From an optimization exercise on the open Yosys and OpenROAD flow, aimed at small area, a short achievable clock period and few clock cycles per item; shortcuts taken in it are not production practice.
Function was checked by simulation only, so behaviour that the tests miss may differ from the original.
No activity file was given, so power comes from the tool's default toggle rates.

**run.sh**
```bash
#!/bin/bash
# synth_recipe.tcl (not shown) runs the flow's synth.tcl, then flattens the netlist and writes it again
# the make line also repeats each setting of config.mk as NAME=value (left out here)
make -C /OpenROAD-flow-scripts/flow DESIGN_CONFIG=/design/flow/config.mk WORK_HOME=/design/flow/orfs CLKGATE_MAP_FILE= SYNTH_SCRIPT=/design/flow/synth_recipe.tcl finish
```
**config.mk**
```make
export PLATFORM = sky130hd
export DESIGN_NAME = smoothed_noise_modulator
export DESIGN_NICKNAME = smoothed_noise_modulator
export VERILOG_FILES = /design/flow/design.v
export SDC_FILE = /design/flow/constraint.sdc
export NUM_CORES = 4
export LEC_CHECK = 0
export CAP_MARGIN = 20
export CORE_MARGIN = 2
export CORE_UTILIZATION = 40
export SLEW_MARGIN = 20
```
**constraint.sdc**
```tcl
create_clock -name core_clock -period 9.0 [get_ports {i_clk}]
set_input_delay 1.8000 -clock core_clock [delete_from_list [all_inputs] [get_ports {i_clk}]]
set_output_delay 1.8000 -clock core_clock [all_outputs]
set_load 0.01 [all_outputs]
```
**design.v**
```verilog
package snm_pkg;
    localparam int NUM_CHANNELS = 6;
    localparam int CH_W       = 3;
    localparam int ROW_W      = CH_W + 1;
    localparam int ACC_ROWS   = 2 ** ROW_W;
    localparam int PAR_ROWS   = 2 ** CH_W;
    localparam int ACC_W      = 32;
    localparam int NOISE_W    = 17;
    localparam int GAIN_W     = 16;
    localparam int ORD_W      = 4;
    localparam int SH_W       = ORD_W + 1;
    localparam int PROD_W     = ACC_W + GAIN_W;
    localparam int LEVEL_W    = 16;
    localparam int SLOT_W     = 6;
    localparam int VAL_W      = 8;
    localparam int GAIN_SHIFT = 13;
    localparam int CFG_IDX_W  = 2;
    localparam int CFG_DATA_W = 16;
    localparam logic [1:0] REQ_LIGHT = 2'd0;
    localparam logic [1:0] REQ_MOTOR = 2'd1;
    localparam logic [1:0] REQ_PARAM = 2'd2;
    localparam logic [CFG_IDX_W-1:0] CFG_MOTOR_GAIN  = 2'd0;
    localparam logic [CFG_IDX_W-1:0] CFG_MOTOR_ORDER = 2'd1;
    localparam logic [CFG_IDX_W-1:0] CFG_AUTO_EN     = 2'd2;
    localparam logic signed [GAIN_W-1:0]  MOTOR_GAIN_RST  = 16'sd2000;
    localparam logic [ORD_W-1:0]          MOTOR_ORDER_RST = 4'd10;
    localparam logic signed [LEVEL_W-1:0] MOTOR_OFFSET    = 16'sd512;
    localparam logic [SLOT_W-1:0]         SLOT_LIGHT_BASE = 6'd30;
    localparam logic [SLOT_W-1:0]         SLOT_MOTOR_BASE = 6'd24;
    typedef logic [4*ACC_W-1:0] t_acc_row;
    typedef struct packed {
        logic            vld;
        logic            is_motor;
        logic [CH_W-1:0] chan;
    } t_tag;
    typedef struct packed {
        logic [ORD_W-1:0]   ord_b;
        logic [ORD_W-1:0]   ord_a;
        logic [GAIN_W-1:0]  gain_b;
        logic [GAIN_W-1:0]  gain_a;
        logic [LEVEL_W-1:0] offset;
    } t_par;
    typedef struct packed {
        logic [SH_W-1:0]             k1a;
        logic [SH_W-1:0]             k2a;
        logic [SH_W-1:0]             k1b;
        logic [SH_W-1:0]             k2b;
        logic signed [GAIN_W-1:0]    gain_a;
        logic signed [GAIN_W-1:0]    gain_b;
        logic signed [LEVEL_W-1:0]   offset;
    } t_coef;
    typedef struct packed {
        logic             en;
        logic [ROW_W-1:0] row;
        t_acc_row         data;
    } t_acc_wr;
    typedef struct packed {
        t_tag                      tag;
        logic signed [ACC_W-1:0]   ya;
        logic signed [ACC_W-1:0]   yb;
        logic signed [GAIN_W-1:0]  gain_a;
        logic signed [GAIN_W-1:0]  gain_b;
        logic signed [LEVEL_W-1:0] offset;
    } t_mix_in;
    typedef struct packed {
        logic               vld;
        logic [SLOT_W-1:0]  slot;
        logic [VAL_W-1:0]   value;
        logic [LEVEL_W-1:0] level;
    } t_res;
    function automatic logic [ROW_W-1:0] row_of(input t_tag tag);
        row_of = {tag.is_motor, tag.chan};
    endfunction
endpackage
module snm_acc_mem (
    input  logic             i_clk,
    input  logic             i_rst_n,
    input  logic             i_rd_en,
    input  logic [snm_pkg::ROW_W-1:0] i_rd_row,
    output snm_pkg::t_acc_row         o_rd_data,
    input  snm_pkg::t_acc_wr          i_wr
);
    logic [127:0]          r_mem [0:snm_pkg::ACC_ROWS-1];
    snm_pkg::t_acc_row              r_rd_data;
    logic [snm_pkg::ACC_ROWS-1:0]   r_row_ok;
    logic                  r_rd_ok;
    always_ff @(posedge i_clk) begin
        if (!i_rst_n) begin
            r_row_ok <= '0;
            r_rd_ok  <= 1'b0;
        end else begin
            if (i_wr.en) begin
                r_row_ok[i_wr.row] <= 1'b1;
            end
            if (i_rd_en) begin
                r_rd_ok <= r_row_ok[i_rd_row];
            end
        end
    end
    always_ff @(posedge i_clk) begin
        if (i_wr.en) begin
            r_mem[i_wr.row] <= i_wr.data;
        end
        if (i_rd_en) begin
            r_rd_data <= r_mem[i_rd_row];
        end
    end
    assign o_rd_data = r_rd_ok ? r_rd_data : '0;
endmodule
module snm_par_mem (
    input  logic            i_clk,
    input  logic            i_rst_n,
    input  logic            i_rd_en,
    input  logic [snm_pkg::CH_W-1:0] i_rd_chan,
    output snm_pkg::t_par            o_rd_data,
    input  logic            i_wr_en,
    input  logic [snm_pkg::CH_W-1:0] i_wr_chan,
    input  snm_pkg::t_par            i_wr_data
);
    logic [55:0]           r_mem [0:snm_pkg::PAR_ROWS-1];
    snm_pkg::t_par                r_rd_data;
    logic [snm_pkg::PAR_ROWS-1:0] r_row_ok;
    logic                r_rd_ok;
    always_ff @(posedge i_clk) begin
        if (!i_rst_n) begin
            r_row_ok <= '0;
            r_rd_ok  <= 1'b0;
        end else begin
            if (i_wr_en) begin
                r_row_ok[i_wr_chan] <= 1'b1;
            end
            if (i_rd_en) begin
                r_rd_ok <= r_row_ok[i_rd_chan];
            end
        end
    end
    always_ff @(posedge i_clk) begin
        if (i_wr_en) begin
            r_mem[i_wr_chan] <= i_wr_data;
        end
        if (i_rd_en) begin
            r_rd_data <= r_mem[i_rd_chan];
        end
    end
    assign o_rd_data = r_rd_ok ? r_rd_data : '0;
endmodule
module snm_cascade (
    input  logic                      i_clk,
    input  logic                      i_rst_n,
    input  logic                      i_adv,
    input  snm_pkg::t_tag                      i_tag,
    input  snm_pkg::t_acc_row                  i_acc,
    input  logic signed [snm_pkg::NOISE_W-1:0] i_noise_a,
    input  logic signed [snm_pkg::NOISE_W-1:0] i_noise_b,
    input  snm_pkg::t_coef                     i_coef,
    output snm_pkg::t_tag                      o_p2_tag,
    output snm_pkg::t_acc_wr                   o_wr,
    output snm_pkg::t_mix_in                   o_mix
);
    function automatic logic signed [snm_pkg::ACC_W-1:0] leak(
        input logic signed [snm_pkg::ACC_W-1:0] acc,
        input logic [snm_pkg::SH_W-1:0]         k,
        input logic signed [snm_pkg::ACC_W-1:0] x
    );
        leak = acc - (acc >>> k) + x;
    endfunction
    logic signed [snm_pkg::ACC_W-1:0] na_ext, nb_ext;
    logic signed [snm_pkg::ACC_W-1:0] acc0_n, acc2_n, y1a, y1b;
    logic signed [snm_pkg::ACC_W-1:0] acc1_n, acc3_n, ya, yb;
    snm_pkg::t_tag                      r_p2_tag, r_p3_tag;
    logic signed [snm_pkg::ACC_W-1:0]   r_acc0_n, r_acc2_n, r_acc1, r_acc3, r_y1a, r_y1b;
    logic [snm_pkg::SH_W-1:0]           r_k2a, r_k2b;
    logic signed [snm_pkg::GAIN_W-1:0]  r_gain_a, r_gain_b, r_p3_gain_a, r_p3_gain_b;
    logic signed [snm_pkg::LEVEL_W-1:0] r_offset, r_p3_offset;
    logic signed [snm_pkg::ACC_W-1:0]   r_ya, r_yb;
    always_comb begin
        na_ext = 32'(i_noise_a);
        nb_ext = 32'(i_noise_b);
        acc0_n = leak($signed(i_acc[31:0]), i_coef.k1a, na_ext);
        acc2_n = leak($signed(i_acc[95:64]), i_coef.k1b, nb_ext);
        y1a    = acc0_n >>> i_coef.k1a;
        y1b    = acc2_n >>> i_coef.k1b;
    end
    always_comb begin
        acc1_n = leak(r_acc1, r_k2a, r_y1a);
        acc3_n = leak(r_acc3, r_k2b, r_y1b);
        ya     = acc1_n >>> r_k2a;
        yb     = acc3_n >>> r_k2b;
    end
    always_ff @(posedge i_clk) begin
        if (!i_rst_n) begin
            r_p2_tag <= '0;
            r_p3_tag <= '0;
        end else if (i_adv) begin
            r_p2_tag <= i_tag;
            r_p3_tag <= r_p2_tag;
        end
    end
    always_ff @(posedge i_clk) begin
        if (i_adv) begin
            r_acc0_n    <= acc0_n;
            r_acc2_n    <= acc2_n;
            r_acc1      <= $signed(i_acc[63:32]);
            r_acc3      <= $signed(i_acc[127:96]);
            r_y1a       <= y1a;
            r_y1b       <= y1b;
            r_k2a       <= i_coef.k2a;
            r_k2b       <= i_coef.k2b;
            r_gain_a    <= i_coef.gain_a;
            r_gain_b    <= i_coef.gain_b;
            r_offset    <= i_coef.offset;
            r_ya        <= ya;
            r_yb        <= yb;
            r_p3_gain_a <= r_gain_a;
            r_p3_gain_b <= r_gain_b;
            r_p3_offset <= r_offset;
        end
    end
    assign o_wr.en   = r_p2_tag.vld && i_adv;
    assign o_wr.row  = snm_pkg::row_of(r_p2_tag);
    assign o_wr.data = {acc3_n, r_acc2_n, acc1_n, r_acc0_n};
    assign o_p2_tag = r_p2_tag;
    assign o_mix.tag    = r_p3_tag;
    assign o_mix.ya     = r_ya;
    assign o_mix.yb     = r_yb;
    assign o_mix.gain_a = r_p3_gain_a;
    assign o_mix.gain_b = r_p3_gain_b;
    assign o_mix.offset = r_p3_offset;
endmodule
module snm_mix (
    input  logic    i_clk,
    input  logic    i_rst_n,
    input  logic    i_adv,
    input  snm_pkg::t_mix_in i_mix,
    output snm_pkg::t_res    o_res
);
    localparam int V_W = snm_pkg::LEVEL_W - 2;
    localparam logic signed [V_W-1:0] V_MAX       = V_W'(255);
    localparam logic signed [V_W-1:0] V_MIN_LIGHT = V_W'(0);
    localparam logic signed [V_W-1:0] V_MIN_MOTOR = V_W'(1);
    logic signed [snm_pkg::PROD_W-1:0] pa, pb;
    snm_pkg::t_tag                     r_tag;
    logic signed [snm_pkg::PROD_W-1:0] r_pa, r_pb;
    logic [snm_pkg::LEVEL_W-1:0]       r_offset;
    logic [snm_pkg::LEVEL_W-1:0]       level;
    logic signed [V_W-1:0]    v, v_min;
    logic [snm_pkg::VAL_W-1:0]         value;
    assign pa = $signed(i_mix.ya) * $signed(i_mix.gain_a);
    assign pb = $signed(i_mix.yb) * $signed(i_mix.gain_b);
    always_ff @(posedge i_clk) begin
        if (!i_rst_n) begin
            r_tag <= '0;
        end else if (i_adv) begin
            r_tag <= i_mix.tag;
        end
    end
    always_ff @(posedge i_clk) begin
        if (i_adv) begin
            r_pa     <= pa;
            r_pb     <= pb;
            r_offset <= i_mix.offset;
        end
    end
    always_comb begin
        level = r_pa[snm_pkg::GAIN_SHIFT +: snm_pkg::LEVEL_W] + r_pb[snm_pkg::GAIN_SHIFT +: snm_pkg::LEVEL_W] + r_offset;
        v     = $signed(level[snm_pkg::LEVEL_W-1:2]);
        v_min = r_tag.is_motor ? V_MIN_MOTOR : V_MIN_LIGHT;
        if (v > V_MAX) begin
            value = 8'(V_MAX);
        end else if (v < v_min) begin
            value = 8'(v_min);
        end else begin
            value = v[snm_pkg::VAL_W-1:0];
        end
    end
    assign o_res.vld   = r_tag.vld;
    assign o_res.slot  = (r_tag.is_motor ? snm_pkg::SLOT_MOTOR_BASE : snm_pkg::SLOT_LIGHT_BASE)
                         + 6'(r_tag.chan);
    assign o_res.value = value;
    assign o_res.level = level;
endmodule
module smoothed_noise_modulator (
    input  logic                  i_clk,
    input  logic                  i_rst_n,
    input  logic                  i_s_tvalid,
    output logic                  o_s_tready,
    input  logic [95:0]           i_s_tdata,
    input  logic [1:0]            i_s_tuser,
    output logic                  o_m_tvalid,
    input  logic                  i_m_tready,
    output logic [31:0]           o_m_tdata,
    input  logic                  i_cfg_valid,
    output logic                  o_cfg_ready,
    input  logic [snm_pkg::CFG_IDX_W-1:0]  i_cfg_index,
    input  logic [snm_pkg::CFG_DATA_W-1:0] i_cfg_data
);
    logic signed [snm_pkg::GAIN_W-1:0] r_motor_gain;
    logic [snm_pkg::ORD_W-1:0]         r_motor_order;
    logic                     r_auto_en;
    logic [snm_pkg::CH_W-1:0]           in_ch;
    logic signed [snm_pkg::NOISE_W-1:0] in_noise_a, in_noise_b;
    snm_pkg::t_par                      in_par_data;
    logic                      in_range, in_upd, in_par;
    snm_pkg::t_tag                      in_tag;
    logic [snm_pkg::ROW_W-1:0]          in_row;
    logic                      hazard, s_acc;
    logic                      out_free, adv;
    snm_pkg::t_tag                      r_p1_tag;
    logic signed [snm_pkg::NOISE_W-1:0] r_noise_a, r_noise_b;
    snm_pkg::t_acc_row                  acc_rd;
    snm_pkg::t_par                      par_rd;
    snm_pkg::t_coef                     coef;
    snm_pkg::t_tag                      p2_tag;
    snm_pkg::t_acc_wr                   acc_wr;
    snm_pkg::t_mix_in                   mix;
    snm_pkg::t_res                      res;
    snm_pkg::t_res                      r_out;
    assign o_cfg_ready = 1'b1;
    always_ff @(posedge i_clk) begin
        if (!i_rst_n) begin
            r_motor_gain  <= snm_pkg::MOTOR_GAIN_RST;
            r_motor_order <= snm_pkg::MOTOR_ORDER_RST;
            r_auto_en     <= 1'b1;
        end else if (i_cfg_valid) begin
            case (i_cfg_index)
                snm_pkg::CFG_MOTOR_GAIN:  r_motor_gain  <= $signed(i_cfg_data);
                snm_pkg::CFG_MOTOR_ORDER: r_motor_order <= i_cfg_data[snm_pkg::ORD_W-1:0];
                snm_pkg::CFG_AUTO_EN:     r_auto_en     <= i_cfg_data[0];
                default: begin
                end
            endcase
        end
    end
    always_comb begin
        in_ch              = i_s_tdata[2:0];
        in_noise_a         = $signed(i_s_tdata[19:3]);
        in_noise_b         = $signed(i_s_tdata[36:20]);
        in_par_data.offset = i_s_tdata[52:37];
        in_par_data.gain_a = i_s_tdata[68:53];
        in_par_data.ord_a  = i_s_tdata[72:69];
        in_par_data.gain_b = i_s_tdata[88:73];
        in_par_data.ord_b  = i_s_tdata[92:89];
        in_range = {1'b0, in_ch} < 4'(snm_pkg::NUM_CHANNELS);
        in_upd   = in_range && r_auto_en
                   && (i_s_tuser == snm_pkg::REQ_LIGHT || i_s_tuser == snm_pkg::REQ_MOTOR);
        in_par   = in_range && (i_s_tuser == snm_pkg::REQ_PARAM);
        in_tag.vld      = in_upd;
        in_tag.is_motor = (i_s_tuser == snm_pkg::REQ_MOTOR);
        in_tag.chan     = in_ch;
        in_row          = snm_pkg::row_of(in_tag);
    end
    assign hazard = in_upd && ((r_p1_tag.vld && snm_pkg::row_of(r_p1_tag) == in_row)
                               || (p2_tag.vld && snm_pkg::row_of(p2_tag) == in_row));
    assign out_free   = !r_out.vld || i_m_tready;
    assign adv        = out_free || !res.vld;
    assign o_s_tready = adv && !hazard;
    assign s_acc      = i_s_tvalid && o_s_tready;
    snm_acc_mem u_acc_mem (
        .i_clk     (i_clk),
        .i_rst_n   (i_rst_n),
        .i_rd_en   (adv),
        .i_rd_row  (in_row),
        .o_rd_data (acc_rd),
        .i_wr      (acc_wr)
    );
    snm_par_mem u_par_mem (
        .i_clk     (i_clk),
        .i_rst_n   (i_rst_n),
        .i_rd_en   (adv),
        .i_rd_chan (in_ch),
        .o_rd_data (par_rd),
        .i_wr_en   (s_acc && in_par),
        .i_wr_chan (in_ch),
        .i_wr_data (in_par_data)
    );
    always_ff @(posedge i_clk) begin
        if (!i_rst_n) begin
            r_p1_tag <= '0;
        end else if (adv) begin
            r_p1_tag.vld      <= s_acc && in_upd;
            r_p1_tag.is_motor <= in_tag.is_motor;
            r_p1_tag.chan     <= in_tag.chan;
        end
    end
    always_ff @(posedge i_clk) begin
        if (adv) begin
            r_noise_a <= in_noise_a;
            r_noise_b <= in_noise_b;
        end
    end
    always_comb begin
        if (r_p1_tag.is_motor) begin
            coef.k1a    = {1'b0, r_motor_order};
            coef.k2a    = {1'b0, r_motor_order} + 5'd1;
            coef.k1b    = {1'b0, r_motor_order};
            coef.k2b    = {1'b0, r_motor_order} + 5'd1;
            coef.gain_a = r_motor_gain;
            coef.gain_b = '0;
            coef.offset = snm_pkg::MOTOR_OFFSET;
        end else begin
            coef.k1a    = {1'b0, par_rd.ord_a};
            coef.k2a    = {1'b0, par_rd.ord_a};
            coef.k1b    = {1'b0, par_rd.ord_b};
            coef.k2b    = {1'b0, par_rd.ord_b} + 5'd1;
            coef.gain_a = $signed(par_rd.gain_a);
            coef.gain_b = $signed(par_rd.gain_b);
            coef.offset = $signed(par_rd.offset);
        end
    end
    snm_cascade u_cascade (
        .i_clk     (i_clk),
        .i_rst_n   (i_rst_n),
        .i_adv     (adv),
        .i_tag     (r_p1_tag),
        .i_acc     (acc_rd),
        .i_noise_a (r_noise_a),
        .i_noise_b (r_noise_b),
        .i_coef    (coef),
        .o_p2_tag  (p2_tag),
        .o_wr      (acc_wr),
        .o_mix     (mix)
    );
    snm_mix u_mix (
        .i_clk   (i_clk),
        .i_rst_n (i_rst_n),
        .i_adv   (adv),
        .i_mix   (mix),
        .o_res   (res)
    );
    always_ff @(posedge i_clk) begin
        if (!i_rst_n) begin
            r_out.vld <= 1'b0;
        end else if (out_free) begin
            r_out.vld <= res.vld;
        end
    end
    always_ff @(posedge i_clk) begin
        if (out_free) begin
            r_out.slot  <= res.slot;
            r_out.value <= res.value;
            r_out.level <= res.level;
        end
    end
    assign o_m_tvalid = r_out.vld;
    assign o_m_tdata  = {2'b00, r_out.level, r_out.value, r_out.slot};
endmodule
```
==> flow_summary.json <==
{
  "dpl_cell_area_sq_mm": 0.172,
  "grt_max_degree": 105,
  "critPathSlowestCell": "edfxtp_1",
  "fmax_mhz": 132,
  "cts_buffers": 333,
  "die-area_sq_mm": 0.413,
  "fin_nets": 13900,
  "path_buf_inv": 2,
  "grt_pass1_vias": 103000,
  "min_path_cells": 0,
  "drtIter0Drc": 11500,
  "relSlewSlack": 0.232,
  "drive_gt1_frac": 0.0928,
  "p_leak_uw": 0.0672,
  "wirelength_mm": 486,
  "finalCritPeriodShare": 0.842,
  "ys_async_sr_fraction": 0,
  "crit_chain": "and2_1 > fa_1 > inv_1 > fa_1 > fa_1 > fa_1 > inv_1 > fa_1 > fa_1 > ha_1 > a21oi_1 > o221ai_1 > a21o_1 > a31oi_1 > o21ai_0 > o21ai_0 > o2111ai_1 > a21o_1 > a21oi_1 > xnor2_1",
  "worstSetupStartpointType": "flip-flop",
  "via_count": 105000,
  "ys.flop_type": "edfxtp_1",
  "syn_to_final_growth_pct": 12.0,
  "die_h_microns": 643,
  "placementRows": 234,
  "clkLatencyLatePin_ns": 0.98,
  "synth.avg_cell_area_sq_um": 12.9,
  "ios": 156,
  "ir_drop_v": 0.000353,
  "post_cts_resized": 0,
  "final-seq-area_sq_mm": 0.0958,
  "multi_input_area_sq_mm": 0.0613,
  "reg2regPathDepth": 20,
  "wire_per_inst_microns": 26.3,
  "synth_area_sq_mm": 0.163,
  "fin_util": 0.450,
  "design_area_sq_mm": 0.183,
  "grt_use_total": 0.229,
  "path_clk_slew_ns": 0.06,
  "firstDrtPassIters": 5,
  "synthTopCellsByCount": "edfxtp_1, nand2_1, inv_1",
  "gp_congestion": 0.929,
  "hpwl_mm": 295,
  "synth_area_leaders": "edfxtp_1, fa_1, mux2i_1",
  "cap_violations": 0,
  "rr_endpoint": "u_mix.r_pb[28]",
  "cts-htree-levels": 5,
  "cts_sinks": 3213,
  "finalSetupViolCount": 0,
  "path_delay_family": "adder cells",
  "io_buffer_count": 149,
  "status": "timing/DRC/antenna clean",
  "cp.arrival_ns": 8.24,
  "die_w_microns": 643,
  "finalMaxSlewViolations": 0,
  "viasPerCell": 5.71,
  "worstHoldEndpoint": "u_mix.r_offset[12]",
  "synth_edf_count": 3145,
  "path_max_fanout": 25,
  "synth-seq-area-share": 0.587,
  "tritoncts": "built",
  "synth_top_cell_by_area": "edfxtp_1",
  "pwr_density_cell_mw_per_mm2": 298,
  "ys_seq_elements": 3213,
  "tns_ns": 0,
  "worstReg2RegStart": "u_cascade.r_p3_gain_b[4]",
  "synth_top_area_frac": 0.579,
  "synth-warning-count": 5,
  "fin_crit_ns": 7.58,
  "critPathMostFrequentCell": "fa_1",
  "hold_path_class": "reg -> reg",
  "slowest_delay_ns": 1.04,
  "ant_nets": 0,
  "synth_most_common_cell": "edfxtp_1",
  "synth_cells": 12600,
  "required_ns": 9.66,
  "core_sq_mm": 0.406,
  "cts_buffer_depth": 4,
  "grt_pass1_wl_mm": 707,
  "drc_errors": 0,
  "tightestPinTransition_ns": 1.15,
  "fin_skew_ns": 0.0602,
  "clock-root-buffer": "clkbuf_16",
  "cts_setup_buffers": 0,
  "hold_violations": 0,
  "endpoint_kind": "flip-flop",
  "cts_hold_buf": 0,
  "min_from": "u_cascade.r_p3_offset[12]",
  "worstSetupPathType": "reg -> reg",
  "yosysUniqueCellTypes": 106,
  "grt_overflow": 0,
  "num-fill-cells": 36500,
  "start_util": 0.402,
  "antenna_found_initial": 27,
  "grt_setup_unrepaired": "false",
  "regToRegSetupSlack_ns": 1.42
}
where the power goes:
group | switching [uW] | internal (uW) | total [uW]
combinational | 12300 | 5560 | 17800
sequential | 1360 | 21600 | 23000
clock | 5870 | 7690 | 13600
per-stage QoR:
step	cells	total power (uW)	setup WS, ns	hold WS [ns]
6_report	18500	54300	1.42	0.388
5_1_grt	18500	56600	0.971	0.402
4_1_cts	18500	54200	1.36	0.396
3_5_place_dp	17900	40700	1.40	0.405
3_3_place_gp	17900	40500	1.42	0.402
2_1_floorplan	12800	33100	0.345	0.400
metal layers:
layer	track usage	part of all wire	vias to the layer above
li1	-	-	46400
met1	0.318	0.42	54200
met2	0.379	0.48	4163
met3	0.0295	0.072	694
met4	0.0626	0.028	8
met5	0	0.000097	-
layout by cell type, fill, tap and decap left out, types with 128 or more instances in the layout:
cell             netlist  final
edfxtp_1            3145   3145
nand2_1             1346   1339
inv_1               1055   1053
a21oi_1              689    689
fa_1                 663    663
o21ai_0              597    595
mux2i_1              574    574
nor2_1               558    533
and2_1               431    429
clkbuf_16              0    338
ha_1                 319    319
a221oi_1             293    293
buf_4                  6    235
mux2_2               221    221
a22oi_1              162    160
xnor2_1              161    157
clkdlybuf4s50_1        0    145
nand3_1              128    128
worst max-delay path by stage:
stage	startpoint	endpoint	cells after the start
floorplan	i_m_tready	u_acc_mem.r_mem[15][0]	8
global placement	u_cascade.r_p3_gain_b[4]	u_mix.r_pb[28]	20
detailed placement	u_cascade.r_p3_gain_b[4]	u_mix.r_pb[28]	20
CTS	u_cascade.r_p3_gain_b[4]	u_mix.r_pb[28]	20
global route	u_cascade.r_p3_gain_b[4]	u_mix.r_pb[28]	20
finish	u_cascade.r_p3_gain_b[4]	u_mix.r_pb[28]	20
layout make-up:
class | instances | area share
clock inverter | 176 | 0.00998
clock buffer | 426 | 0.0483
multi-input combinational | 7729 | 0.335
inverter | 1065 | 0.0220
tap | 5428 | 0.0372
timing repair buffer | 426 | 0.0225
antenna | 7 | 0.0000959
sequential | 3213 | 0.525
flip-flops by register name, summed over array words and instances, names as in the netlist, 32 cells and up:
signal               cells
u_acc_mem.r_mem       2048
u_par_mem.r_mem        448
u_acc_mem.r_rd_data    128
u_par_mem.r_rd_data     56
u_cascade.r_acc1        32
u_cascade.r_acc3        32
u_cascade.r_y1a         32
u_cascade.r_y1b         32
kinds of logic after synthesis:
| logic type | Yosys count | share of synthesized area |
|---|---|---|
| muxes | 909 | 0.0662 |
| AOI/OAI and AO/OA | 2660 | 0.108 |
| and+or+nand+nor | 2848 | 0.0788 |
| other | 2 | 0.0000460 |
| xor gates and xnor gates | 215 | 0.0116 |
| adders and majority gates | 982 | 0.106 |
| buffers and inverters | 1817 | 0.0422 |
| DFF | 3213 | 0.587 |
Testbench counts, summed over its fixed seeds: cycles 28,300, items 20,122.

## afterwards: timing with drivers on the ports
The flow's constraints put no driver on any port. The routed layout listed below was extracted and timed again, unchanged, in two steps.
Step 1, drivers: a clkbuf_16 drives i_clk and a buf_2 each remaining input, both assumed.
Step 2 also shifts input and output timing later by t, the mid clock arrival at the registers, as if the neighbouring blocks saw the same clock.
a / b / c = no drivers / after step 1 / after step 2; a / b = the first two.
t (ns): 1.045
slack for setup (ns): 1.422 / 1.422 / 1.422
worst hold slack (ns): 0.388 / 0.388 / 0.388
worst setup path at the end: register to register
worst register clock-pin slew, ns: 0.07 / 0.07
After both steps this run still meets setup and hold. The setup slack of this run moves by 0.000 ns with the drivers and by 0.000 ns with both steps.
